Source: an optimization exercise on an open RTL-to-GDS flow (aim: small area, a short achievable clock period and few clock cycles). Production flows keep margins and buffers that such runs may drop.
RTL that was checked went through simulation tests only; none was proved equivalent to the original.

Design base58_encoder_unit, start of the top module:
module base58_encoder_unit #(
    parameter int MAX_BYTES   = b58enc_pkg::MAX_BYTES_DEF,
    parameter int DIGIT_SLOTS = b58enc_pkg::DIGIT_SLOTS_DEF,
    parameter int STEP_BITS   = 4
) (
    input  logic                          i_clk,
    input  logic                          i_rst_n,
    input  logic                          i_in_valid,
    output logic                          o_in_ready,
    input  logic [b58enc_pkg::BYTE_W-1:0] i_in_data_byte,
    input  logic                          i_in_last_byte,
    output logic                          o_out_valid,
    input  logic                          i_out_ready,
    output logic [b58enc_pkg::CHAR_W-1:0] o_out_char,
    output logic                          o_out_last_char,
    output logic                          o_out_overflow
);
    localparam int ND  = 44;                     
    localparam int DW  = b58enc_pkg::DIGIT_W;
    localparam int CW  = b58enc_pkg::CHAR_W;
    localparam int BYW = b58enc_pkg::BYTE_W;
    localparam int BW  = $clog2(MAX_BYTES + 1);
    localparam int NCH = BYW / STEP_BITS;
    localparam int NW  = $clog2(NCH + 1);
    localparam int FW  = CW + 2;                 
    typedef enum logic [1:0] {
        O_IDLE, O_ONES, O_DIG, O_FLUSH
    } t_ostate;
    logic [DW-1:0]     r_dig [ND];
    logic [DW-1:0]     n_dig [ND];
    logic [DW-1:0]     stp   [STEP_BITS+1][ND];
    logic              gc    [STEP_BITS][ND];
    logic [ND-1:0]     r_msk, n_msk;             
    logic [ND-1:0]     nz;
    logic [BYW-1:0]    r_nxt, n_nxt;
    logic              r_nxt_v, n_nxt_v;
    logic              r_nxt_last, n_nxt_last;
    logic [BYW-1:0]    r_sh, n_sh;
    logic [NW-1:0]     r_nb, n_nb;
    logic [BW-1:0]     r_zp, n_zp;
    logic [BW-1:0]     r_bytes, n_bytes;
    logic              r_inzp, n_inzp;
    logic              r_ovf, n_ovf;
    logic              r_done, n_done;
    t_ostate           r_os, n_os;
    logic [BW-1:0]     r_ozp, n_ozp;
    logic              r_oovf, n_oovf;
    logic              r_onum, n_onum;
    logic              r_ofound, n_ofound;
  ...
Size in the first run: roughly 5300 cells after synthesis, about 370 flip-flops, ~24 I/O pins, ~0.034 mm² of cells after synthesis.
make LEC_CHECK=0 ABC_AREA=1 CAP_MARGIN=20 CORE_MARGIN=2 CORE_UTILIZATION=40 SLEW_MARGIN=20 finish   # period 12.0 ns
run.sh (not shown) runs the stock make flow with config.mk's settings and CLKGATE_MAP_FILE= SYNTH_SCRIPT=/design/flow/synth_recipe.tcl, a recipe that flattens the netlist after the stock synthesis.
Testbench counts at the start, summed over its fixed seeds: cycles 9,465.
Then changed:
--- a/flow/design.v
+++ b/flow/design.v
@@ -18,27 +18,18 @@
     function automatic logic [CHAR_W-1:0] b58_char(input logic [DIGIT_W-1:0] d);
         logic [DIGIT_W-1:0] k;
         logic [7:0]         c;
         k = (d >= DIGIT_W'(RADIX)) ? d - DIGIT_W'(RADIX) : d;
         c = ALPHABET[(RADIX - 1 - k) * 8 +: 8];
         b58_char = c[CHAR_W-1:0];
     endfunction
-    function automatic logic dbl_carry(input logic [DIGIT_W-1:0] d);
-        dbl_carry = d[5] | (d[4] & d[3] & d[2] & (d[1] | d[0]));
-    endfunction
-    function automatic logic [DIGIT_W-1:0] dbl_digit(input logic [DIGIT_W-1:0] d, input logic g,
-                                                     input logic c);
-        logic t;
-        t = d[1] | d[0];
-        dbl_digit = {d[4] ^ (g & d[3] & d[2] & t),
-                     d[3] ^ (g & d[2] & t),
-                     d[2] ^ (g & t),
-                     d[1] ^ (g & !d[0]),
-                     d[0] ^ g,
-                     c};
+    function automatic logic [DIGIT_W-1:0] dbl_digit(input logic [DIGIT_W-1:0] d, input logic c);
+        logic [DIGIT_W-1:0] t;
+        t = d - DIGIT_W'(29);
+        dbl_digit = (d >= DIGIT_W'(29)) ? {t[DIGIT_W-2:0], c} : {d[DIGIT_W-2:0], c};
     endfunction
 endpackage
 module base58_encoder_unit #(
     parameter int MAX_BYTES   = b58enc_pkg::MAX_BYTES_DEF,
     parameter int DIGIT_SLOTS = b58enc_pkg::DIGIT_SLOTS_DEF,
     parameter int STEP_BITS   = 4
 ) (
@@ -64,15 +55,14 @@
     localparam int FW  = CW + 2;                 
     typedef enum logic [1:0] {
         O_IDLE, O_ONES, O_DIG, O_FLUSH
     } t_ostate;
     logic [DW-1:0]     r_dig [ND];
     logic [DW-1:0]     n_dig [ND];
     logic [DW-1:0]     stp   [STEP_BITS+1][ND];
-    logic              gc    [STEP_BITS][ND];
     logic [ND-1:0]     r_msk, n_msk;             
     logic [ND-1:0]     nz;
     logic [BYW-1:0]    r_nxt, n_nxt;
     logic              r_nxt_v, n_nxt_v;
     logic              r_nxt_last, n_nxt_last;
     logic [BYW-1:0]    r_sh, n_sh;
     logic [NW-1:0]     r_nb, n_nb;
@@ -95,18 +85,17 @@
     assign o_out_valid     = r_v0;
     assign o_out_char      = r_f0[FW-1 -: CW];
     assign o_out_last_char = r_f0[1];
     assign o_out_overflow  = r_f0[0];
     always_comb begin
         for (int i = 0; i < ND; i++) stp[0][i] = r_dig[i];
         for (int k = 0; k < STEP_BITS; k++) begin
-            for (int i = 0; i < ND; i++) gc[k][i] = b58enc_pkg::dbl_carry(stp[k][i]);
             for (int i = 0; i < ND; i++) begin
-                stp[k+1][i] = b58enc_pkg::dbl_digit(stp[k][i], gc[k][i],
-                    (i == 0) ? r_sh[BYW-1-k] : gc[k][i-1]);
+                stp[k+1][i] = b58enc_pkg::dbl_digit(stp[k][i],
+                    (i == 0) ? r_sh[BYW-1-k] : (stp[k][i-1] >= DW'(29)));
             end
         end
     end
     always_comb begin
         for (int i = 0; i < ND; i++) nz[i] = (r_dig[i] != '0);
         stall = r_msk[1];
         for (int i = 0; i + 2 < ND; i++) stall = stall | (nz[i] & !r_msk[i+1] & r_msk[i+2]);
Result: The changed run finished clean; global-route usage is higher by 0.18 points; clock skew barely changes; non-clock buffer count rises by 1; critical path depth drops by 15; design area rose by 39%; setup slack is worse by 0.54 ns; synthesized cell count is higher by 48%; first-iteration DRC count came out higher by 44%; wire length goes up by 44%; die area went up by 40%; via count climbs by 47%; clock-buffer cell count decreases by 2; register-to-register slack got worse by 0.54 ns.
For the second run of this note, only the layout was checked, not whether the RTL still works.

-- separate check: timing with driven ports --
Ports are ideal in the flow. The routed layouts listed here were re-timed in OpenROAD.
Step 1: set_driving_cell puts a clkbuf_16 on i_clk and a buf_2 on each other input, an assumption about the parent block.
Step 2 moves the port delays by t, midway between the first and last clock arrival at a register: inputs arrive t later, outputs are due t later. That takes back most of the time a late clock gives input paths.
Slacks: no drivers / after step 1 / after step 2; pairs: no drivers / after step 1.
run | t, ns | setup WS [ns] | worst setup path at the end
the first run | 0.639 | 7.448 / 7.448 / 7.448 | register to register
the second run | 0.680 | 6.908 / 6.908 / 6.908 | register to register
After both steps setup and hold are still met in every run listed.
